Context: an optimization exercise on an open-source flow, tuned for small area. The choices shown serve that exercise and are no tape-out recipe.
Only simulation tests tie the RTL to the original design; equivalence was not proved.
Power is estimated from default activity; no workload was simulated.

==> flow/design.v (excerpt) <==
module pio_machine (
  input  logic        clk,
  input  logic        reset,
  input  logic        en,
  input  logic [15:0] instr,
  input  logic [31:0] input_pins,
  input  logic [4:0]  wrap_target,
  input  logic [4:0]  wrap_top,
  input  logic [4:0]  jmp_pin,
  input  logic [4:0]  pins_in_base,
  input  logic [4:0]  pins_out_base,
  input  logic [4:0]  pins_set_base,
  input  logic [5:0]  pins_out_count,
  input  logic [2:0]  pins_set_count,
  input  logic        auto_push,
  input  logic        auto_pull,
  input  logic [4:0]  isr_threshold,
  input  logic [4:0]  osr_threshold,
  input  logic        in_shift_dir,
  input  logic        out_shift_dir,
  input  logic [31:0] tx_data,
  input  logic        tx_empty,
  input  logic        rx_full,
  output logic [4:0]  pc,
  output logic [31:0] output_pins,
  output logic [31:0] pin_directions,
  output logic        push,
  output logic        pull,
  output logic        stalled,
  output logic [31:0] rx_data
);
clock: 9.0 ns
lec_check: 0
cap_margin: 20
core_margin: 2
core_utilization: 40
slew_margin: 20
standard.sh (not shown) runs the stock make flow with config.mk's settings and CLKGATE_MAP_FILE= SYNTH_SCRIPT=/design/flow/synth_recipe.tcl, a recipe that flattens the netlist after the stock synthesis.
==> flow/flow/run.sh <==
#!/bin/bash
# Layout flow: the standard flow (standard.sh) with these changes:
#  - synthesis maps the logic with an area-oriented ABC script (flow/area.abc);
#    everything else in synthesis, including register mapping, is the standard flow's own
#    script (synth_recipe.tcl), so the registers are the standard synthesis's;
#  - port buffers are the smallest buffer cell;
#  - the clock tree uses small clock buffers and no dummy loads.
set -euo pipefail
HERE=$PWD
{
  head -n 1 synth_recipe.tcl
  cat <<EOF
proc abc {args} {
  set i [lsearch -exact \$args -script]
  if {\$i >= 0} { lset args [expr {\$i + 1}] $HERE/flow/area.abc }
  yosys abc {*}\$args
}
EOF
  tail -n +2 synth_recipe.tcl
} > area_synth.tcl
bash standard.sh SYNTH_SCRIPT=$HERE/area_synth.tcl \
  "BUFFER_PORTS_ARGS=-buffer_cell sky130_fd_sc_hd__buf_1" \
  "CTS_ARGS=-sink_clustering_enable -repair_clock_nets -sink_clustering_size 30 -sink_clustering_max_diameter 100 -buf_list {sky130_fd_sc_hd__clkbuf_16} -dont_use_dummy_load" \
  finish > standard_flow.log 2>&1
==> flow/flow/area.abc <==
strash
dc2
dch -f
amap -m
topo
stime -c
The baseline passed the timing, DRC and antenna checks.
Edit:
--- a/flow/flow/run.sh
+++ b/flow/flow/run.sh
@@ -21,4 +21,4 @@
 bash standard.sh SYNTH_SCRIPT=$HERE/area_synth.tcl \
   "BUFFER_PORTS_ARGS=-buffer_cell sky130_fd_sc_hd__buf_1" \
-  "CTS_ARGS=-sink_clustering_enable -repair_clock_nets -sink_clustering_size 30 -sink_clustering_max_diameter 100 -buf_list {sky130_fd_sc_hd__clkbuf_16} -dont_use_dummy_load" \
+  "CTS_ARGS=-sink_clustering_enable -repair_clock_nets -sink_clustering_size 12 -sink_clustering_max_diameter 100 -buf_list {sky130_fd_sc_hd__clkbuf_8} -dont_use_dummy_load" \
   finish > standard_flow.log 2>&1
--- a/flow/config.mk
+++ b/flow/config.mk
@@ -8,4 +8,4 @@
 export CAP_MARGIN = 20
 export CORE_MARGIN = 2
-export CORE_UTILIZATION = 40
+export CORE_UTILIZATION = 55
 export SLEW_MARGIN = 20
Result:
- utilization came out higher by 18 points
- wire length decreases by 1.1%
- clock-buffer cell count rose by 7
- power came out lower by 1.5%
Edit:
--- a/flow/flow/run.sh
+++ b/flow/flow/run.sh
@@ -21,4 +21,4 @@
 bash standard.sh SYNTH_SCRIPT=$HERE/area_synth.tcl \
   "BUFFER_PORTS_ARGS=-buffer_cell sky130_fd_sc_hd__buf_1" \
-  "CTS_ARGS=-sink_clustering_enable -repair_clock_nets -sink_clustering_size 12 -sink_clustering_max_diameter 100 -buf_list {sky130_fd_sc_hd__clkbuf_8} -dont_use_dummy_load" \
+  "CTS_ARGS=-sink_clustering_enable -repair_clock_nets -sink_clustering_size 16 -sink_clustering_max_diameter 100 -buf_list {sky130_fd_sc_hd__clkbuf_8} -dont_use_dummy_load" \
   finish > standard_flow.log 2>&1
==> flow/flow/area.abc (replaced) <==
strash
dc2
dch -f
amap
topo
stime -c
--- a/flow/config.mk
+++ b/flow/config.mk
@@ -8,4 +8,4 @@
 export CAP_MARGIN = 20
 export CORE_MARGIN = 2
-export CORE_UTILIZATION = 55
+export CORE_UTILIZATION = 40
 export SLEW_MARGIN = 20
The changed run finished clean.
Hold slack is better by 3.5 ps.
Maximum frequency fell by 1.3%.
Clock-buffer cell count fell by 3.
Clock skew fell by 44 ps.
Global-route usage fell by 10 points.
Wire length rose by 3.4%.
Final cell count rose by 5.7%.
Total power fell by 0.98%.
Cell area rose by 1.3%.
Synthesized cell count hardly moves.
Die area rose by 37%.
Edit:
==> flow/flow/area.abc (replaced) <==
strash
dc2
dch -f
amap -m
topo
stime -c
Cell count fell slightly.
Worst hold slack gains 4.4 ps.
Total power decreases slightly.
Via count shrinks slightly.
Clock skew goes up by 24 ps.
Non-clock buffer count went down by 13.
Fmax rose slightly.
Die area hardly moves.
Edit:
==> flow/flow/area.abc (replaced) <==
strash
dc2
dch -f
amap -m
topo
buffer -c
upsize -c
dnsize -c
topo
stime -c
The changed run passed the timing, DRC and antenna checks.
Via count increases by 1.5%.
Worst setup slack gets worse by 120 ps.
Total power increases by 0.34%.
Routed wire length increases by 4.4%.
Combinational power increases by about 2%.
Edit:
==> flow/flow/area.abc (replaced) <==
strash
dc2
dch -f
amap -m
topo
stime -c
--- a/flow/config.mk
+++ b/flow/config.mk
@@ -6,6 +6,6 @@
 export NUM_CORES = 4
 export LEC_CHECK = 0
-export CAP_MARGIN = 20
+export CAP_MARGIN = 10
 export CORE_MARGIN = 2
 export CORE_UTILIZATION = 40
-export SLEW_MARGIN = 20
+export SLEW_MARGIN = 10
Effect:
- maximum frequency is higher by 0.94%
- global-route usage decreases by 0.14 points
- cell count came out lower by 0.38%

==> static timing again, ports no longer ideal <==
The flow's constraints put no driver on any port. The routed layouts listed below were extracted and timed again, unchanged, in two steps.
Step 1 assumes that a clkbuf_16 drives the clock port and a buf_2 every other input.
Step 2 adds t to the input delays and takes it off the output delays; t is the mean of the earliest and latest rising clock arrival at the registers after step 1. Input paths then give back, and output paths get back, about the clock's delay inside the block.
Three values: ideal ports, drivers, drivers and shift; two values: the first two.
run	t, ns	setup WS [ns]	worst data-port slew with drivers (ns)
the first run	0.542	0.201 / 0.233 / -0.309	0.10
the second run	0.611	0.316 / 0.342 / -0.268	0.04
the third run	0.612	0.200 / 0.220 / -0.392	0.09
the fourth run	0.605	0.291 / 0.319 / -0.286	0.10
the fifth run	0.609	0.171 / 0.199 / -0.411	0.08
the sixth run	0.607	0.253 / 0.280 / -0.327	0.09
Met with ideal ports but missed after step 2: setup timing in every run listed. The setup slack of the third run, which loses most, moves by +0.020 ns with the drivers and by -0.592 ns with both steps.
